Source: an optimization exercise on an open RTL-to-GDS flow (aim: small area). Production flows keep margins and buffers that such runs may drop. The RTL was checked by simulation tests, not by an equivalence proof against the original design. Power figures rest on the tool's default switching activity, not on a simulated workload.

<file path="config.mk">
export PLATFORM = sky130hd
export DESIGN_NAME = eeprom_ctrl
export DESIGN_NICKNAME = eeprom_ctrl
export VERILOG_FILES = /design/flow/design.v
export SDC_FILE = /design/flow/constraint.sdc
export NUM_CORES = 4
export LEC_CHECK = 0
export CAP_MARGIN = 20
export CORE_MARGIN = 2
export CORE_UTILIZATION = 40
export SLEW_MARGIN = 20
</file>
<file path="constraint.sdc">
create_clock -name core_clock -period 5.0 [get_ports {i_clk}]
set_input_delay 1.0000 -clock core_clock [delete_from_list [all_inputs] [get_ports {i_clk}]]
set_output_delay 1.0000 -clock core_clock [all_outputs]
set_load 0.01 [all_outputs]
</file>
<file path="run.sh">
#!/bin/bash
# synth_recipe.tcl (not shown) runs the flow's synth.tcl, then flattens the netlist and writes it again
# the make line also repeats each setting of config.mk as NAME=value (left out here)
make -C /OpenROAD-flow-scripts/flow DESIGN_CONFIG=/design/flow/config.mk WORK_HOME=/design/flow/orfs CLKGATE_MAP_FILE= SYNTH_SCRIPT=/design/flow/synth_recipe.tcl finish
</file>
<file path="design.v">
package eeprom_cfg_pkg;
    localparam int DEV_W     = 3;
    localparam int BUS_DEV_W = 7;
    localparam logic [BUS_DEV_W-DEV_W-1:0] DEV_PREFIX = '0;
    localparam int ADDR_W = 16;
    localparam int LEN_W  = 8;
    localparam int DATA_W = 8;
    localparam int FIFO_DEPTH = 256;
    typedef logic [DATA_W-1:0] data_t;
    typedef logic [ADDR_W-1:0] addr_t;
    typedef logic [LEN_W-1:0]  len_t;
endpackage
package eeprom_op_pkg;
    typedef enum logic [1:0] {
        OP_WRITE = 2'd1,
        OP_READ  = 2'd2
    } op_type_e;
    typedef enum logic [2:0] {
        ST_IDLE       = 3'd0,
        ST_ISSUE      = 3'd1,
        ST_WRITE_WAIT = 3'd2,
        ST_READ_WAIT  = 3'd3,
        ST_READ_NEXT  = 3'd4,
        ST_SETTLE     = 3'd5,
        ST_DRAIN      = 3'd6
    } seq_state_e;
endpackage
`timescale 1ns/100ps
module sync_fifo #(
    parameter int  WIDTH = eeprom_cfg_pkg::DATA_W,
    parameter int  DEPTH = eeprom_cfg_pkg::FIFO_DEPTH
) (
    input  logic i_clk,
    input  logic i_rst,
    input  logic i_push,
    input  logic [WIDTH-1:0] i_din,
    input  logic i_pop,
    output logic [WIDTH-1:0] o_dout,
    output logic o_empty,
    output logic o_full
);
    localparam int PTR_W = $clog2(DEPTH);
    localparam int CNT_W = $clog2(DEPTH + 1);
    logic [WIDTH-1:0] mem [DEPTH];
    logic [PTR_W-1:0] wr_ptr;
    logic [PTR_W-1:0] rd_ptr;
    logic [CNT_W-1:0] count;
    logic           wr_en;
    logic           rd_en;
    assign o_empty = (count == '0);
    assign o_full  = (count == CNT_W'(DEPTH));
    assign wr_en   = i_push && !o_full;
    assign rd_en   = i_pop && !o_empty;
    always_ff @(posedge i_clk or posedge i_rst)
    begin
        if (i_rst)
        begin
            wr_ptr <= '0;
            rd_ptr <= '0;
            count  <= '0;
        end
        else
        begin
            if (wr_en)
                wr_ptr <= (wr_ptr == PTR_W'(DEPTH - 1)) ? '0 : wr_ptr + 1'b1;
            if (rd_en)
                rd_ptr <= (rd_ptr == PTR_W'(DEPTH - 1)) ? '0 : rd_ptr + 1'b1;
            if (wr_en && !rd_en)
                count <= count + 1'b1;
            else if (rd_en && !wr_en)
                count <= count - 1'b1;
        end
    end
    always_ff @(posedge i_clk)
    begin
        if (wr_en)
            mem[wr_ptr] <= i_din;
        if (rd_en)
            o_dout <= mem[rd_ptr];
    end
endmodule
`timescale 1ns/100ps
module eeprom_op_sequencer (
    input  logic                                i_clk,
    input  logic                                i_rst,
    input  logic [eeprom_cfg_pkg::DEV_W-1:0]     i_req_dev,
    input  eeprom_cfg_pkg::addr_t                i_req_addr,
    input  eeprom_cfg_pkg::len_t                 i_req_len,
    input  eeprom_op_pkg::op_type_e              i_req_type,
    input  logic                                i_req_valid,
    output logic                                o_req_ready,
    output logic [eeprom_cfg_pkg::BUS_DEV_W-1:0] o_op_dev,
    output eeprom_cfg_pkg::addr_t                o_op_addr,
    output eeprom_cfg_pkg::len_t                 o_op_len,
    output eeprom_op_pkg::op_type_e              o_op_type,
    output logic                                o_op_valid,
    input  logic                                i_op_ready,
    output logic                                o_drain_start,
    output eeprom_cfg_pkg::len_t                 o_drain_len,
    input  logic                                i_drain_done
);
    eeprom_op_pkg::seq_state_e state;
    eeprom_op_pkg::seq_state_e state_nxt;
    eeprom_cfg_pkg::len_t len_q;
    eeprom_cfg_pkg::len_t done_cnt;
    logic                 ready_d;
    logic                 settle_cnt;
    logic                 accept;
    logic                 take;
    logic                 ready_rise;
    assign accept     = i_req_valid && o_req_ready;
    assign take       = o_op_valid && i_op_ready;
    assign ready_rise = i_op_ready && !ready_d;
    assign o_drain_len = len_q;
    always_comb
    begin
        state_nxt = state;
        case (state)
            eeprom_op_pkg::ST_IDLE:
                if (accept)
                    state_nxt = eeprom_op_pkg::ST_ISSUE;
            eeprom_op_pkg::ST_ISSUE:
                if (take)
                    state_nxt = (o_op_type == eeprom_op_pkg::OP_WRITE) ?
                                eeprom_op_pkg::ST_WRITE_WAIT : eeprom_op_pkg::ST_READ_WAIT;
            eeprom_op_pkg::ST_WRITE_WAIT:
                if (ready_rise)
                    state_nxt = eeprom_op_pkg::ST_IDLE;
            eeprom_op_pkg::ST_READ_WAIT:
                if (ready_rise)
                    state_nxt = (done_cnt == len_q - 1'b1) ?
                                eeprom_op_pkg::ST_SETTLE : eeprom_op_pkg::ST_READ_NEXT;
            eeprom_op_pkg::ST_READ_NEXT:
                state_nxt = eeprom_op_pkg::ST_ISSUE;
            eeprom_op_pkg::ST_SETTLE:
                if (settle_cnt)
                    state_nxt = eeprom_op_pkg::ST_DRAIN;
            eeprom_op_pkg::ST_DRAIN:
                if (i_drain_done)
                    state_nxt = eeprom_op_pkg::ST_IDLE;
            default:
                state_nxt = eeprom_op_pkg::ST_IDLE;
        endcase
    end
    always_ff @(posedge i_clk or posedge i_rst)
    begin
        if (i_rst)
        begin
            state         <= eeprom_op_pkg::ST_IDLE;
            ready_d       <= 1'b1;
            o_req_ready   <= 1'b1;
            o_op_valid    <= 1'b0;
            done_cnt      <= '0;
            settle_cnt    <= 1'b0;
            o_drain_start <= 1'b0;
        end
        else
        begin
            state      <= state_nxt;
            ready_d    <= i_op_ready;
            settle_cnt <= (state == eeprom_op_pkg::ST_SETTLE) ? !settle_cnt : 1'b0;
            o_drain_start <= (state == eeprom_op_pkg::ST_SETTLE) && settle_cnt;
            if (accept)
                o_req_ready <= 1'b0;
            else if (state == eeprom_op_pkg::ST_IDLE)
                o_req_ready <= 1'b1;
            if (accept || state == eeprom_op_pkg::ST_READ_NEXT)
                o_op_valid <= 1'b1;
            else if (take)
                o_op_valid <= 1'b0;
            if (state == eeprom_op_pkg::ST_IDLE)
                done_cnt <= '0;
            else if (state == eeprom_op_pkg::ST_READ_WAIT && ready_rise)
                done_cnt <= done_cnt + 1'b1;
        end
    end
    always_ff @(posedge i_clk)
    begin
        if (accept)
        begin
            len_q     <= i_req_len;
            o_op_dev  <= {eeprom_cfg_pkg::DEV_PREFIX, i_req_dev};
            o_op_addr <= i_req_addr;
            o_op_type <= i_req_type;
            o_op_len  <= (i_req_type == eeprom_op_pkg::OP_READ) ?
                         eeprom_cfg_pkg::len_t'(1) : i_req_len;
        end
        else if (state == eeprom_op_pkg::ST_READ_NEXT)
            o_op_addr <= o_op_addr + 1'b1;
    end
endmodule
`timescale 1ns/100ps
module read_stream_framer (
    input  logic                 i_clk,
    input  logic                 i_rst,
    input  logic                 i_start,
    input  eeprom_cfg_pkg::len_t i_len,
    input  eeprom_cfg_pkg::data_t i_fifo_data,
    output logic                 o_fifo_pop,
    output eeprom_cfg_pkg::data_t o_data,
    output logic                 o_sop,
    output logic                 o_eop,
    output logic                 o_valid,
    output logic                 o_done
);
    eeprom_cfg_pkg::len_t pop_left;
    logic                 last_pop;
    logic                 pop_d;
    logic                 first_d;
    logic                 last_d;
    assign o_fifo_pop = i_start || (pop_left != '0);
    assign last_pop   = i_start ? (i_len == eeprom_cfg_pkg::len_t'(1)) :
                                  (pop_left == eeprom_cfg_pkg::len_t'(1));
    assign o_done     = o_eop;
    always_ff @(posedge i_clk or posedge i_rst)
    begin
        if (i_rst)
        begin
            pop_left <= '0;
            pop_d    <= 1'b0;
            first_d  <= 1'b0;
            last_d   <= 1'b0;
            o_valid  <= 1'b0;
            o_sop    <= 1'b0;
            o_eop    <= 1'b0;
        end
        else
        begin
            if (i_start)
                pop_left <= i_len - 1'b1;
            else if (pop_left != '0)
                pop_left <= pop_left - 1'b1;
            pop_d   <= o_fifo_pop;
            first_d <= i_start;
            last_d  <= o_fifo_pop && last_pop;
            o_valid <= pop_d;
            o_sop   <= first_d;
            o_eop   <= last_d;
        end
    end
    always_ff @(posedge i_clk)
    begin
        if (pop_d)
            o_data <= i_fifo_data;
    end
endmodule
`timescale 1ns/100ps
module eeprom_ctrl (
    input  logic                                i_clk,
    input  logic                                i_rst,
    output logic [eeprom_cfg_pkg::BUS_DEV_W-1:0] o_operation_device,
    output eeprom_cfg_pkg::addr_t                o_operation_addr,
    output eeprom_cfg_pkg::len_t                 o_operation_len,
    output logic [1:0]                          o_operation_type,
    output logic                                o_operation_valid,
    input  logic                                i_operation_ready,
    output eeprom_cfg_pkg::data_t                o_write_data,
    input  logic                                i_write_req,
    input  eeprom_cfg_pkg::data_t                i_read_data,
    input  logic                                i_read_valid,
    input  logic [eeprom_cfg_pkg::DEV_W-1:0]     i_user_device_addr,
    input  eeprom_cfg_pkg::addr_t                i_user_operate_addr,
    input  eeprom_cfg_pkg::len_t                 i_user_operate_len,
    input  logic [1:0]                          i_user_operate_type,
    input  logic                                i_user_operate_valid,
    output logic                                o_user_operate_ready,
    input  eeprom_cfg_pkg::data_t                i_user_write_data,
    input  logic                                i_user_write_valid,
    output eeprom_cfg_pkg::data_t                o_user_read_data,
    output logic                                o_user_read_sop,
    output logic                                o_user_read_eop,
    output logic                                o_user_read_valid
);
    eeprom_cfg_pkg::data_t wr_data_q;
    logic                  wr_valid_q;
    eeprom_cfg_pkg::data_t rd_data_q;
    logic                  rd_valid_q;
    eeprom_cfg_pkg::data_t rd_fifo_dout;
    logic                  rd_fifo_pop;
    logic                  drain_start;
    eeprom_cfg_pkg::len_t  drain_len;
    logic                  drain_done;
    always_ff @(posedge i_clk or posedge i_rst)
    begin
        if (i_rst)
        begin
            wr_valid_q <= 1'b0;
            rd_valid_q <= 1'b0;
        end
        else
        begin
            wr_valid_q <= i_user_write_valid;
            rd_valid_q <= i_read_valid;
        end
    end
    always_ff @(posedge i_clk)
    begin
        wr_data_q <= i_user_write_data;
        rd_data_q <= i_read_data;
    end
    sync_fifo #(
        .WIDTH (eeprom_cfg_pkg::DATA_W),
        .DEPTH (eeprom_cfg_pkg::FIFO_DEPTH)
    ) u_write_fifo (
        .i_clk   (i_clk),
        .i_rst   (i_rst),
        .i_push  (wr_valid_q),
        .i_din   (wr_data_q),
        .i_pop   (i_write_req),
        .o_dout  (o_write_data),
        .o_empty (),
        .o_full  ()
    );
    sync_fifo #(
        .WIDTH (eeprom_cfg_pkg::DATA_W),
        .DEPTH (eeprom_cfg_pkg::FIFO_DEPTH)
    ) u_read_fifo (
        .i_clk   (i_clk),
        .i_rst   (i_rst),
        .i_push  (rd_valid_q),
        .i_din   (rd_data_q),
        .i_pop   (rd_fifo_pop),
        .o_dout  (rd_fifo_dout),
        .o_empty (),
        .o_full  ()
    );
    eeprom_op_sequencer u_sequencer (
        .i_clk         (i_clk),
        .i_rst         (i_rst),
        .i_req_dev     (i_user_device_addr),
        .i_req_addr    (i_user_operate_addr),
        .i_req_len     (i_user_operate_len),
        .i_req_type    (eeprom_op_pkg::op_type_e'(i_user_operate_type)),
        .i_req_valid   (i_user_operate_valid),
        .o_req_ready   (o_user_operate_ready),
        .o_op_dev      (o_operation_device),
        .o_op_addr     (o_operation_addr),
        .o_op_len      (o_operation_len),
        .o_op_type     (o_operation_type),
        .o_op_valid    (o_operation_valid),
        .i_op_ready    (i_operation_ready),
        .o_drain_start (drain_start),
        .o_drain_len   (drain_len),
        .i_drain_done  (drain_done)
    );
    read_stream_framer u_framer (
        .i_clk       (i_clk),
        .i_rst       (i_rst),
        .i_start     (drain_start),
        .i_len       (drain_len),
        .i_fifo_data (rd_fifo_dout),
        .o_fifo_pop  (rd_fifo_pop),
        .o_data      (o_user_read_data),
        .o_sop       (o_user_read_sop),
        .o_eop       (o_user_read_eop),
        .o_valid     (o_user_read_valid),
        .o_done      (drain_done)
    );
endmodule
</file>
==> flow_metrics.py <==
metrics = {
    "timing": {
        "hold_violations": 0,
        "timing.fmax_mhz": 236,
        "fin_hold_ws_ps": 326,
        "max_slew.worst_pin.slew_ps": 1210,
        "setup_tns_ps": 0,
        "finClkSkew_ps": 89.6,
        "slew_headroom_pct": 19.2,
        "min_period_ps": 4250,
        "drv_slew": 0,
        "setup_violations": 0,
        "finalCritPeriodShare_pct": 84.9,
        "rsz0062_at_grt": "no",
    },
    "setup_path": {
        "crit_path_start_kind": "flop",
        "reg2reg_slack_ps": 750,
        "reg2reg_to": "u_read_fifo.count[7]$_DFFE_PP0P_",
        "crit_arrival_ps": 5040,
        "worstPathCellList": "nor4_2 -> nand2b_1 -> nor3b_1 -> nand2b_1 -> o21ai_2 -> ha_1 -> inv_1 -> ha_1 -> a21o_1 -> a21oi_1 -> o21ai_0 -> a211o_1 -> a31oi_1 -> xor2_1 -> o21ai_0",
        "slowest_stage": "ha_1",
        "crit_path_max_fanout": 10,
        "required_ps": 5790,
        "reg2reg_from": "u_framer.pop_left[2]$_DFFE_PP0P_",
        "rr_worst_depth": 15,
        "end_kind": "flop",
        "crit_type": "reg2reg",
        "worst_path_largest_cell_delay_ps": 430,
    },
    "synth": {
        "synthDominantCellAreaShare_pct": 76.0,
        "yosysMostFrequentCell": "edfxtp_1",
        "synth_top_cells_by_count": "4157 x edfxtp_1, 960 x mux4_2, 567 x nor2_1",
        "synthFlopType": "edfxtp_1",
        "synth-edff-count": 4157,
        "syn_inst": 7857,
        "yosysWarnings": 4,
        "yosysSeqAreaShare_pct": 77.4,
        "syn_area_per_cell_um2": 20.9,
        "synthTopCellsByArea": "edfxtp_1 76%, mux4_2 13%, nor2_1 1.3%, dfrtp_1 1.2%, mux2i_1 0.96%",
        "synthArstFlopShare_pct": 1.93,
        "syn_area_um2": 164000,
        "yosys.area.top_type": "edfxtp_1",
        "yosys_register_bits": 4255,
        "synth_cell_type_count": 71,
    },
    "min_path": {
        "hold_class": "reg2reg",
        "worstHoldEndpoint": "u_framer.o_sop$_DFF_PP0_",
        "whs_path_depth": 0,
        "hold_start": "u_framer.first_d$_DFF_PP0_",
    },
    "floorplan": {
        "core_area_um2": 409000,
        "initial_utilization_pct": 40.1,
        "dieHeight_um": 645,
        "io_pins": 106,
        "die_width_um": 645,
        "dieArea_um2": 416000,
        "fp-row-count": 235,
    },
    "clock_tree": {
        "clkSinkCount": 4255,
        "postCtsSetupBuffers": 0,
        "clkSlewWorstSetupHoldPaths_ps": 60,
        "htree_levels": 5,
        "clock_latency_ps": 980,
        "cts_buffers": 423,
        "ctsResizeCount": 0,
        "cts_tree": "built",
        "root_buffer": "clkbuf_16",
        "clock_path_buffers": 4,
        "hold_buffers": 0,
    },
    "grt": {
        "grt_max_degree": 221,
        "grt_pass1_vias": 81500,
        "antenna_found_initial": 5,
        "grt_pass1_wl_mm": 577,
        "grtUsageTotal_pct": 18.7,
        "overflow": 0,
    },
    "place": {
        "place_hpwl_mm": 239,
        "port_buffers": 101,
        "gp_congestion": 0.828,
    },
    "final_layout": {
        "final_nets": 8235,
        "multi_input_area_um2": 34700,
        "final_core_util_pct": 45.5,
        "drive_above_1_share_pct": 21.9,
        "regArea_um2": 127000,
        "fillers": 33900,
        "area_delta_synth_final_pct": 13.2,
    },
    "route": {
        "firstDrtPassIters": 6,
        "drc_errors": 0,
        "drt_iter0_markers": 8371,
        "num_vias": 79700,
        "ant_nets": 0,
        "viasPerCell": 5.71,
        "wl_per_cell_um": 28.4,
        "wl_mm": 397,
    },
    "power": {
        "power.total_mw": 95.0,
        "power_density_nw_per_um2": 511,
        "ir_worst_vdd_mv": 0.341,
        "power.leakage_nw": 57.0,
    },
    "outcome": {
        "status": "no timing/DRC/antenna violations",
    },
    "run": {
        "cap_violations": 0,
    },
}
## critical path, delay by kind of cell (launching register included)
kind            cells  cell delay, ps
compound gates      7            1570
flops               1             420
xor+xnor            1             170
fa+ha+maj           2             760
simple gates        4             970
buf+inv             1             220
## cells in the final DEF (no fill, tap or decap), types with 12 or more instances in the layout
master / n
clkbuf_1: 93
mux2i_1: 157
a221oi_1: 41
or2_2: 16
buf_12: 55
nand3_1: 42
ha_1: 33
nor2_1: 563
or2_1: 12
a211oi_1: 79
nand2_1: 212
xnor2_1: 31
edfxtp_1: 4157
clkinvlp_4: 13
o21ai_0: 59
inv_1: 23
dfxtp_4: 16
a22oi_1: 209
nor2b_1: 18
nor3_1: 59
o22ai_1: 209
clkdlybuf4s50_1: 101
nor4_1: 24
clkinv_1: 106
clkbuf_16: 427
a21oi_1: 77
and2_1: 12
buf_4: 176
clkinv_2: 71
mux4_2: 960
o211ai_1: 19
a31oi_1: 29
bufinv_16: 36
nand2b_1: 15
a22o_1: 37
xor2_1: 32
dfrtp_1: 74
## flip-flops by register name (all words and copies together), names as in the netlist, 2 cells and up
signal	count
u_read_fifo.o_dout	8
u_sequencer.state	3
u_framer.pop_left	8
u_read_fifo.rd_ptr	8
u_write_fifo.mem	2048
u_write_fifo.rd_ptr	8
u_read_fifo.wr_ptr	8
u_sequencer.done_cnt	8
u_read_fifo.count	9
u_write_fifo.o_dout	8
u_sequencer.o_op_dev	3
u_sequencer.len_q	8
u_framer.o_data	8
u_sequencer.o_op_type	2
u_read_fifo.mem	2048
u_sequencer.o_op_addr	16
rd_data_q	8
u_write_fifo.count	9
wr_data_q	8
u_sequencer.o_op_len	8
u_write_fifo.wr_ptr	8
## cells by family (layout without fill, tap and decap cells)
group           Yosys count  after routing  share of synthesized area (%)
simple gates           1073           1073                           2.88
mux                    1128           1128                           14.2
compound gates          805            805                           3.37
other cells               1              8                        0.00228
fa+ha+maj                35             35                          0.276
flops                  4255           4255                           77.4
buf+inv                 497           1139                           1.52
xor+xnor                 63             63                          0.336
## area by class of cell
class                           instances  area share [%]
Antenna cell                            4         0.00538
Tap cell                             5451            3.67
Sequential cell                      4255            68.4
Timing Repair Buffer                  335            1.89
Clock buffer                          523            5.95
Multi-Input combinational cell       3108            18.7
Inverter                               25          0.0518
Clock inverter                        256            1.35
## how the worst max path moves through the flow
stage | from | cells past startpoint | slack, ps | end
after global placement | i_write_req | 12 | 790 | u_write_fifo.count[7]$_DFFE_PP0P_
after floorplan | rd_data_q[0]$_DFF_P_ | 0 | 770 | u_read_fifo.mem[0][0]$_DFFE_PP_
after detailed placement | i_write_req | 12 | 780 | u_write_fifo.count[7]$_DFFE_PP0P_
after global routing | u_framer.pop_left[2]$_DFFE_PP0P_ | 15 | 400 | u_read_fifo.count[7]$_DFFE_PP0P_
after CTS | u_framer.pop_left[2]$_DFFE_PP0P_ | 15 | 800 | u_read_fifo.count[7]$_DFFE_PP0P_
final | u_framer.pop_left[2]$_DFFE_PP0P_ | 15 | 750 | u_read_fifo.count[7]$_DFFE_PP0P_
## through the flow
step | cells | setup slack [ps] | cell area, um2
after detailed placement | 13200 | 776 | 172000
after global routing | 14000 | 396 | 186000
after global placement | 13200 | 791 | 172000
after CTS | 14000 | 799 | 186000
final | 14000 | 754 | 186000
after floorplan | 7860 | 766 | 164000
## layer usage
layer | share of wire, % | wire length [um] | track usage (%)
met5 | 0.0030 | 12 | 0
met4 | 3.0 | 11800 | 5.48
met3 | 6.6 | 26200 | 2.92
met2 | 49 | 194000 | 30.6
met1 | 42 | 165000 | 26.0
## power breakdown
group | switching, mW | total, mW | internal [mW]
registers | 1.07 | 41.1 | 40.0
clock network | 13.5 | 31.2 | 17.6
logic | 13.2 | 22.7 | 9.52

[afterwards: timing with drivers on the ports]
In the flow no input, the clock included, has a driving cell. The finished layout below was timed again as built, in two steps.
Step 1: set_driving_cell puts a clkbuf_16 on i_clk and a buf_2 on each other input, an assumption about the parent block.
Step 2 also shifts input and output timing later by t, the mid clock arrival at the registers, as if the neighbouring blocks saw the same clock.
Three values: ideal ports, drivers, drivers and shift; two values: the first two.
t, ns: 1.052
setup slack, ns: 0.754 / 0.754 / 0.754
worst register clock-pin slew, ns: 0.07 / 0.07
cell pins on the clock port's net: 1
After both steps setup and hold are still met in this run. The setup slack of this run moves by 0.000 ns with the drivers and by 0.000 ns with both steps.
